From an optimization exercise on the open Yosys and OpenROAD flow, aimed at small area; shortcuts taken in it are not production practice.
Power figures rest on the tool's default switching activity, not on a simulated workload.

// disparity_filtering_system
module disparity_filtering_system (
    input  logic                   clk,
    input  logic                   arst_n,
    input  logic [BLK_SIZE-1:0]    xors_in,
    input  logic [CONF_BITS-1:0]   confidence,
    input  logic [COORD_BITS-1:0]  min_coords,
    input  logic                   xors_valid,
    output logic [OUT_BITS-1:0]    disparity,     
    output logic                   disparity_valid,
    output logic                   overrun
);
    function automatic logic [1:0] fa(input logic a, input logic b, input logic c);
        fa = 2'(a) + 2'(b) + 2'(c);
    endfunction
    function automatic logic maj16(input logic [15:0] x);
        logic [1:0] f1, f2, f3, f4, f5, f6, f7, f8, f9, f10, f11;
        f1  = fa(x[0], x[1], x[2]);
        f2  = fa(x[3], x[4], x[5]);
        f3  = fa(x[6], x[7], x[8]);
        f4  = fa(x[9], x[10], x[11]);
        f5  = fa(x[12], x[13], x[14]);
        f6  = fa(f1[0], f2[0], f3[0]);
        f7  = fa(f4[0], f5[0], f6[0]);
        f8  = fa(f1[1], f2[1], f3[1]);
        f9  = fa(f4[1], f5[1], f6[1]);
        f10 = fa(f8[0], f9[0], f7[1]);
        f11 = fa(f8[1], f9[1], f10[1]);
        maj16 = f11[1] & (f11[0] | f10[0] | f7[0] | x[15]);
    endfunction
    function automatic logic [10:0] radd(input logic [9:0] a, input logic [9:0] b);
        logic cy;
        cy = 1'b0;
        for (int i = 0; i < 10; i++)
            {cy, radd[i]} = fa(a[i], b[i], cy);
        radd[10] = cy;
    endfunction
    function automatic logic [9:0] radd3(input logic [7:0] a, input logic [7:0] b,
                                         input logic [7:0] c);
        logic [7:0] s, k;
        for (int i = 0; i < 8; i++)
            {k[i], s[i]} = fa(a[i], b[i], c[i]);
        radd3 = 10'(radd(10'(s), {1'b0, k, 1'b0}));
    endfunction
    function automatic logic [7:0] wgt(input logic [1:0] m, input logic [7:0] c);
        case (m)
            2'b00:   wgt = c;
            2'b11:   wgt = 8'd0;
            default: wgt = {1'b0, c[7:1]};
        endcase
    endfunction
    function automatic logic [7:0] div3(input logic [9:0] x);
        logic [1:0] r;
  ...
Size in the first run: about 300 I/O pins.
Settings: LEC_CHECK=0, ABC_AREA=1, CAP_MARGIN=5, CORE_MARGIN=2, CORE_UTILIZATION=40, CTS_BUF_LIST=sky130_fd_sc_hd__clkbuf_8, CTS_CLUSTER_DIAMETER=120, CTS_CLUSTER_SIZE=22, GPL_TIMING_DRIVEN=0, SLEW_MARGIN=5; clock period 9.0 ns.
standard.sh (not shown) runs the stock make flow with config.mk's settings and CLKGATE_MAP_FILE= SYNTH_SCRIPT=/design/flow/synth_recipe.tcl, a recipe that flattens the netlist after the stock synthesis.
==> flow/flow/run.sh <==
#!/bin/bash
# The standard layout with three changes, none of them touching a register:
#  - port buffers are the smallest plain buffer (buffer_ports -buffer_cell buf_1);
#  - after the standard synthesis, inverters left around full-adder cells are removed
#    (flow/invopt.py);
#  - the gates between registers and adder cells are mapped again by ABC for area
#    (flow/remap.abc), with the adder cells and flip-flops kept as they are.
# Each rewritten netlist is used only if Yosys proves it equivalent to the standard
# synthesis's netlist. Each tool's output goes to a log file of its own in this folder.
set -euo pipefail
export BUFFER_PORTS_ARGS="-buffer_cell sky130_fd_sc_hd__buf_1"
R=orfs/results/${FLOW_PLATFORM}/disparity_filtering_system/base
O=orfs/objects/${FLOW_PLATFORM}/disparity_filtering_system/base
L=orfs/logs/${FLOW_PLATFORM}/disparity_filtering_system/base
LIB=$(ls ${FLOW_HOME}/platforms/${FLOW_PLATFORM}/lib/*tt_025C_1v80.lib | head -1)

bash standard.sh synth > synth.log 2>&1
cp $R/1_2_yosys.v synth_orig.v
sed "s/^module ${FLOW_TOP}(/module gold(/" synth_orig.v > eq_gold.v

# proves $1 equivalent to the standard netlist; log in $2
prove() {
    sed -E -e "s/^module ${FLOW_TOP}\(/module gate(/" -e 's/\b(_[0-9]+_|_invopt_[c0-9]+_)/x\1/g' "$1" > eq_gate.v
    cat > eq.ys <<EOS
read_liberty -ignore_miss_func $LIB
read_verilog eq_gold.v
read_verilog eq_gate.v
hierarchy -check
flatten
proc
opt_clean
async2sync
dffunmap
equiv_make gold gate eq
hierarchy -top eq
equiv_simple -seq 2
equiv_induct -seq 2
equiv_status -assert
EOS
    yosys -s eq.ys > "$2" 2>&1
}

use=synth_orig.v
if python3 flow/invopt.py synth_orig.v synth_inv.v > invopt.log 2>&1; then
    DONT_USE=$(grep -o -- "-dont_use [A-Za-z0-9_]*" $L/1_2_yosys.log | sort -u | tr '\n' ' ')
    cat > remap.ys <<EOS
read_liberty -ignore_miss_func $LIB
read_verilog synth_inv.v
hierarchy -top ${FLOW_TOP}
setattr -mod -set keep_hierarchy 1 sky130_fd_sc_hd__fa_* sky130_fd_sc_hd__ha_* sky130_fd_sc_hd__df* sky130_fd_sc_hd__edf*
flatten
opt_clean
select -module ${FLOW_TOP}
abc -script $(pwd)/flow/remap.abc -liberty $LIB ${DONT_USE} -constr $O/abc.constr
select -clear
opt_clean -purge
hilomap -singleton -hicell sky130_fd_sc_hd__conb_1 HI -locell sky130_fd_sc_hd__conb_1 LO
splitnets
opt_clean -purge
select ${FLOW_TOP}
write_verilog -noattr -noexpr -nohex -nodec -selected synth_remap.v
EOS
    if yosys -s remap.ys > remap.log 2>&1 && ! grep -q "^\s*assign" synth_remap.v && prove synth_remap.v equiv_remap.log; then
        use=synth_remap.v
    elif prove synth_inv.v equiv_inv.log; then
        use=synth_inv.v
    fi
fi
echo "netlist used: $use" >> invopt.log
if [[ $use != synth_orig.v ]]; then
    cp $use $R/1_2_yosys.v
    rm -f $R/1_synth.odb $R/1_synth.sdc
fi

bash standard.sh > standard.log 2>&1
Other scripts of this flow, unchanged in this note and not shown: flow/flow/invopt.py, flow/flow/remap.abc
The baseline completed without violations.
Change:
Settings changed: CTS_CLUSTER_DIAMETER 120 to default, CTS_CLUSTER_SIZE 22 to default.
What happened:
- The new run went through all stages and came out clean
- clock-buffer cell count does not change
- cell count stays the same
- clock power hardly moves
- cell area is unchanged
- wire length is unchanged
- via count is unchanged
- setup slack stays the same
- critical path depth is unchanged
- sequential power hardly moves
Function was not checked in any run of this note: the RTL went through the layout flow alone.

-- re-timing with driven ports --
How much do the figures lean on ideal ports? The routed layouts below were timed once more, with nothing changed but the port constraints. Step 1, drivers: a clkbuf_16 drives clk and a buf_2 each remaining input, both assumed. Step 2 moves the port delays by t, midway between the first and last clock arrival at a register: inputs arrive t later, outputs are due t later. That takes back most of the time a late clock gives input paths. Three values: no drivers, after step 1, after step 2; two values: the first two.
| run | t, ns | setup slack, ns | hold slack, ns | latest minus earliest clock arrival (ns) | worst slew at a driven data input, ns |
|---|---|---|---|---|---|
| the first run | 0.512 | 0.384 / 0.384 / 0.384 | 0.374 / 0.374 / 0.374 | 0.022 / 0.022 | 0.08 |
| the second run | 0.512 | 0.384 / 0.384 / 0.384 | 0.374 / 0.374 / 0.374 | 0.022 / 0.022 | 0.08 |
After both steps every run listed still meets setup and hold.
